What follows belongs to an exercise in optimizing a design on an open flow for small area, a short achievable clock period and few clock cycles; a production flow would make more cautious choices. Where RTL was checked, it was by simulation tests only, not by an equivalence proof against the original. Power figures rest on the tool's default switching activity, not on a simulated workload.

Setup of v6:
==> flow/design.v (excerpt) <==
module cpu (
	input  logic i_clk,
	input  logic i_reset,
	input  logic i_load_addr,
	input  logic i_load_data,
	input  logic i_execute,
	input  cpu_pkg::byte_t i_data_in,
	output cpu_pkg::byte_t o_data_out,
	output logic o_waiting
);
	logic run;
	logic waiting;
	cpu_pkg::byte_t regs [8];
	cpu_pkg::byte_t rax;
	cpu_pkg::byte_t rfl;
	cpu_pkg::byte_t pa;
	logic [5:0] prow0, prow1, prow2, prow3;
	logic [1:0] plo;
	assign pa = {prow3, plo};
	logic e_math, e_ldfm, e_ldfi, e_cpfr, e_stom;
	cpu_pkg::byte_t e_x, e_y, e_r2, e_r3;
	logic la_q;
	cpu_pkg::byte_t din_q;
	cpu_pkg::byte_t haddr;
	cpu_pkg::byte_t dout;
	cpu_pkg::byte_t b0, b1, b2;
	cpu_pkg::byte_t waddr;
	cpu_pkg::byte_t wdata;
	logic write;
	assign o_data_out = dout;
	assign o_waiting = waiting;
	ram u_ram (
		.i_clk(i_clk),
		.i_row0(prow0),
		.i_row1(prow1),
		.i_row2(prow2),
		.i_row3(prow3),
		.i_lo(plo),
		.i_waddr(waddr),
		.i_wdata(wdata),
		.i_write(write),
		.o_b0(b0),
		.o_b1(b1),
		.o_b2(b2)
	);
	function automatic [25:0] rows_of(input [7:0] a);
		logic [5:0] hi, hi1;
		hi = a[7:2];
		hi1 = a[7:2] + 6'd1;
		rows_of = {hi, (a[1:0] == 2'd3) ? hi1 : hi, a[1] ? hi1 : hi,
  ...
Size in the first run: roughly 5800 cells after synthesis, roughly 2200 flip-flops, about 22 I/O pins, roughly 94000 um2 of cells after synthesis.
clock: 6.5 ns
lec_check: 0
cap_margin: 20
core_margin: 2
core_utilization: 65
cts_buf_list: sky130_fd_sc_hd__clkbuf_8
cts_cluster_diameter: 50
cts_cluster_size: 16
setup_slack_margin: 2.6
slew_margin: 20
run.sh (not shown) runs the stock make flow with config.mk's settings and CLKGATE_MAP_FILE= SYNTH_SCRIPT=/design/flow/synth_recipe.tcl, a recipe that flattens the netlist after the stock synthesis.
Testbench counts of v6, summed over its fixed seeds: cycles 11,872.
> inputs changed (v6 -> v7)
# v6
export LEC_CHECK = 0
export CAP_MARGIN = 20
export CORE_MARGIN = 2
export CORE_UTILIZATION = 65
export CTS_BUF_LIST = sky130_fd_sc_hd__clkbuf_8
export CTS_CLUSTER_DIAMETER = 50
export CTS_CLUSTER_SIZE = 16
export SETUP_SLACK_MARGIN = 2.6
export SLEW_MARGIN = 20
create_clock -name core_clock -period 6.5 [get_ports {i_clk}]
# v7
export LEC_CHECK = 0
export CAP_MARGIN = 20
export CORE_MARGIN = 2
export CORE_UTILIZATION = 55
export CTS_BUF_LIST = sky130_fd_sc_hd__clkbuf_8
export CTS_CLUSTER_DIAMETER = 50
export CTS_CLUSTER_SIZE = 16
export SETUP_SLACK_MARGIN = 2.6
export SLEW_MARGIN = 20
create_clock -name core_clock -period 6.5 [get_ports {i_clk}]
### Flow results
- Against v6, v7 reports a final standard cell utilization of the core that is lower.
- v7 ends up with higher share of final layout cell area taken by clock buffers and inverters than v6 does.
- Arrival time at the worst endpoint (lower): v6
- For v7, the critical path's slowest cell was sky130_fd_sc_hd__nand4_1, unlike v6, where it was sky130_fd_sc_hd__dfxtp_1.
- Between v6 and v7, the final critical-path setup slack is higher for v6.
- Comparing switching power share of the total for v6 and v7, the bigger number came from v7.
- Share of final-layout standard cells stronger than drive strength 1 (v7 over v6): increase, 0.46 points


cpu, a different RTL version from the one above (not shown whole).
For scale: ~5700 cells after synthesis, ~2200 flip-flops.
clock: 6.5 ns
lec_check: 0
cap_margin: 20
core_margin: 2
core_utilization: 55
cts_buf_list: sky130_fd_sc_hd__clkbuf_8
cts_cluster_diameter: 50
cts_cluster_size: 16
setup_slack_margin: 2.0
slew_margin: 20
Testbench counts at the start, summed over its fixed seeds: cycles 11,872.
Next try:
- CTS_BUF_LIST: sky130_fd_sc_hd__clkbuf_8 -> default
- CTS_CLUSTER_DIAMETER: 50 -> default
- CTS_CLUSTER_SIZE: 16 -> default
Design area went up by 3.0%. Setup slack improved by 61 ps. Clock skew went down by 11 ps. Cell count is higher by about 1.1%. Count of clock-buffer cells in the layout goes up by 83.
Next try:
- CORE_UTILIZATION: 55 -> 65
- SETUP_SLACK_MARGIN: 2.0 -> 3.0
Effect: The changed run finished with timing, DRC and antenna clean. Non-clock buffer count climbs by 202. Cell area goes up by 4.7%. Global-route usage goes up by 7.6 points. First-iteration DRC count grows by 25%. Clock skew goes up by 19 ps. Power increases by 2.6%. Area after synthesis stays the same. Cell count drops by 2.4%. Die area is lower by 15%.
Next try:
- CORE_UTILIZATION: 65 -> 40
- SETUP_SLACK_MARGIN: 3.0 -> default
Effect: Setup slack loses 1500 ps. Wire length goes down by a few percent. Count of clock-buffer cells in the layout goes up by 25. Power goes down by a few percent. Cell count goes up by roughly a tenth. Non-clock buffer count goes down by 315. Combinational power goes down by a quarter to a third. Critical path depth goes down by 4. Via count goes down by a little under a tenth.


Setup of run 1:
cpu, a different RTL version from the one above (not shown whole).
For scale: roughly 2,200 flip-flops, roughly 94,000 um^2 of cells after synthesis.
Settings: LEC_CHECK=0, CAP_MARGIN=10, CORE_MARGIN=2, CORE_UTILIZATION=55, CTS_BUF_LIST=sky130_fd_sc_hd__clkbuf_8, CTS_CLUSTER_DIAMETER=50, CTS_CLUSTER_SIZE=16, SETUP_SLACK_MARGIN=2.6, SLEW_MARGIN=10, TNS_END_PERCENT=10; clock period 6.5 ns.
Testbench counts of run 1, summed over its fixed seeds: cycles 11,872.
diff inputs: run 1 => run 2
-- flow/config.mk --
<<< run 1, line 8
export CAP_MARGIN = 10
>>> run 2, line 8
export CAP_MARGIN = 20
<<< run 1, line 14
export SETUP_SLACK_MARGIN = 2.6
export SLEW_MARGIN = 10
export TNS_END_PERCENT = 10
>>> run 2, line 14
export SETUP_SLACK_MARGIN = 2.2
export SLEW_MARGIN = 20
Clock skew (higher): run 2. Compared with run 1, run 2 shows a layout buffer count excluding clock buffers that is about 12% lower. Run 2 falls short of run 1 in clock power.
The following lists how run 3 was set up differently from run 2:
-- flow/config.mk --
<<< run 2, line 14
export SETUP_SLACK_MARGIN = 2.2
>>> run 3, line 14
export SETUP_SLACK_MARGIN = 2.6
<<< run 2, line 16
>>> run 3, line 16
export TNS_END_PERCENT = 10
[summary]
Looking at run 2 and run 3, the worst hold slack after final layout is a wash. Final instance area in run 3 is 1.5% higher than in run 2. Between run 2 and run 3, the net switching fraction of the power figures differ only marginally. In terms of global-route met3 utilization, run 3 and run 2 differ only marginally.
The following lists how run 4 was set up differently from run 3:
-- flow/config.mk --
<<< run 3, line 16
export TNS_END_PERCENT = 10
>>> run 4, line 16
## What came out
- Across run 3 and run 4, none had a timing, DRC or antenna violation.
- Re met1 layer usage reported by global route: no difference whatsoever between run 3 and run 4.
- Comparing run 3 with run 4, the area of all placed cells without fillers came out essentially unchanged.
- On worst setup slack, run 3 and run 4 are basically level.
- For total power per unit cell area, run 3 and run 4 come out practically identical.
- Delta (run 4 minus run 3): total power moved up; total length of routed wires moved up; count of instances resized after the clock tree is built level.
- Run 4: post-synthesis to final-layout area growth higher than run 3
- Via count delta (run 3 -> run 4): insignificant
- Run 4 and run 3 ended up with roughly the same static leakage.
- Fmax essentially unchanged between run 3 and run 4.


Another version of the RTL of cpu (not shown whole).
Size: about 5600 cells after synthesis, ~2200 flip-flops, roughly 0.094 mm2 of cells after synthesis.
export LEC_CHECK = 0
export CAP_MARGIN = 20
export CORE_MARGIN = 2
export CORE_UTILIZATION = 55
export SETUP_SLACK_MARGIN = 2.0
export SLEW_MARGIN = 20
create_clock -name core_clock -period 6.5 [get_ports {i_clk}]
Next try:
--- a/flow/config.mk
+++ b/flow/config.mk
@@ -9,4 +9,7 @@
 export CORE_MARGIN = 2
 export CORE_UTILIZATION = 55
-export SETUP_SLACK_MARGIN = 2.0
+export CTS_BUF_LIST = sky130_fd_sc_hd__clkbuf_8
+export CTS_CLUSTER_DIAMETER = 50
+export CTS_CLUSTER_SIZE = 16
+export SETUP_SLACK_MARGIN = 2.6
 export SLEW_MARGIN = 20
Result: Maximum frequency rose by 1.3%; worst hold slack got worse by 5.1 ps; total power falls by 7.0%; count of clock-buffer cells in the layout falls by 56.
Function was not checked in any run of this note: the RTL went through the layout flow alone.

## port drivers added, routing unchanged
How much do the figures lean on ideal ports? The routed layouts below were timed once more, with nothing changed but the port constraints.
Step 1 assumes that a clkbuf_16 drives the clock port and a buf_2 every other input.
Step 2 adds t to the input delays and takes it off the output delays; t is the mean of the earliest and latest rising clock arrival at the registers after step 1. Input paths then give back, and output paths get back, about the clock's delay inside the block.
Three values: ideal ports, drivers, drivers and shift; two values: the first two.
run	shift t [ns]	setup slack, ns	clock arrival spread, ns	worst data-port slew with drivers (ns)	pins driven straight from the clock port
v6	1.008	2.230 / 2.230 / 2.230	0.055 / 0.054	0.04	1
v7	1.075	2.081 / 2.081 / 2.081	0.049 / 0.049	0.04	1
the first run of note 2	1.072	1.909 / 1.909 / 1.909	0.060 / 0.060	0.07	1
the second run of note 2	0.955	1.970 / 1.970 / 1.970	0.049 / 0.049	0.06	1
the third run of note 2	0.938	1.969 / 1.969 / 1.969	0.067 / 0.067	0.04	1
the fourth run of note 2	0.956	0.517 / 0.517 / 0.517	0.073 / 0.073	0.03	1
run 1	1.071	2.163 / 2.163 / 2.163	0.059 / 0.059	0.04	1
run 2	1.071	1.965 / 1.965 / 1.965	0.058 / 0.058	0.03	1
run 3	1.078	2.203 / 2.203 / 2.203	0.063 / 0.062	0.03	1
run 4	1.083	2.205 / 2.205 / 2.205	0.064 / 0.063	0.03	1
the first run of note 4	0.968	1.843 / 1.843 / 1.843	0.056 / 0.057	0.04	1
the second run of note 4	1.072	1.901 / 1.901 / 1.901	0.077 / 0.076	0.04	1
After both steps setup and hold are still met in every run listed.
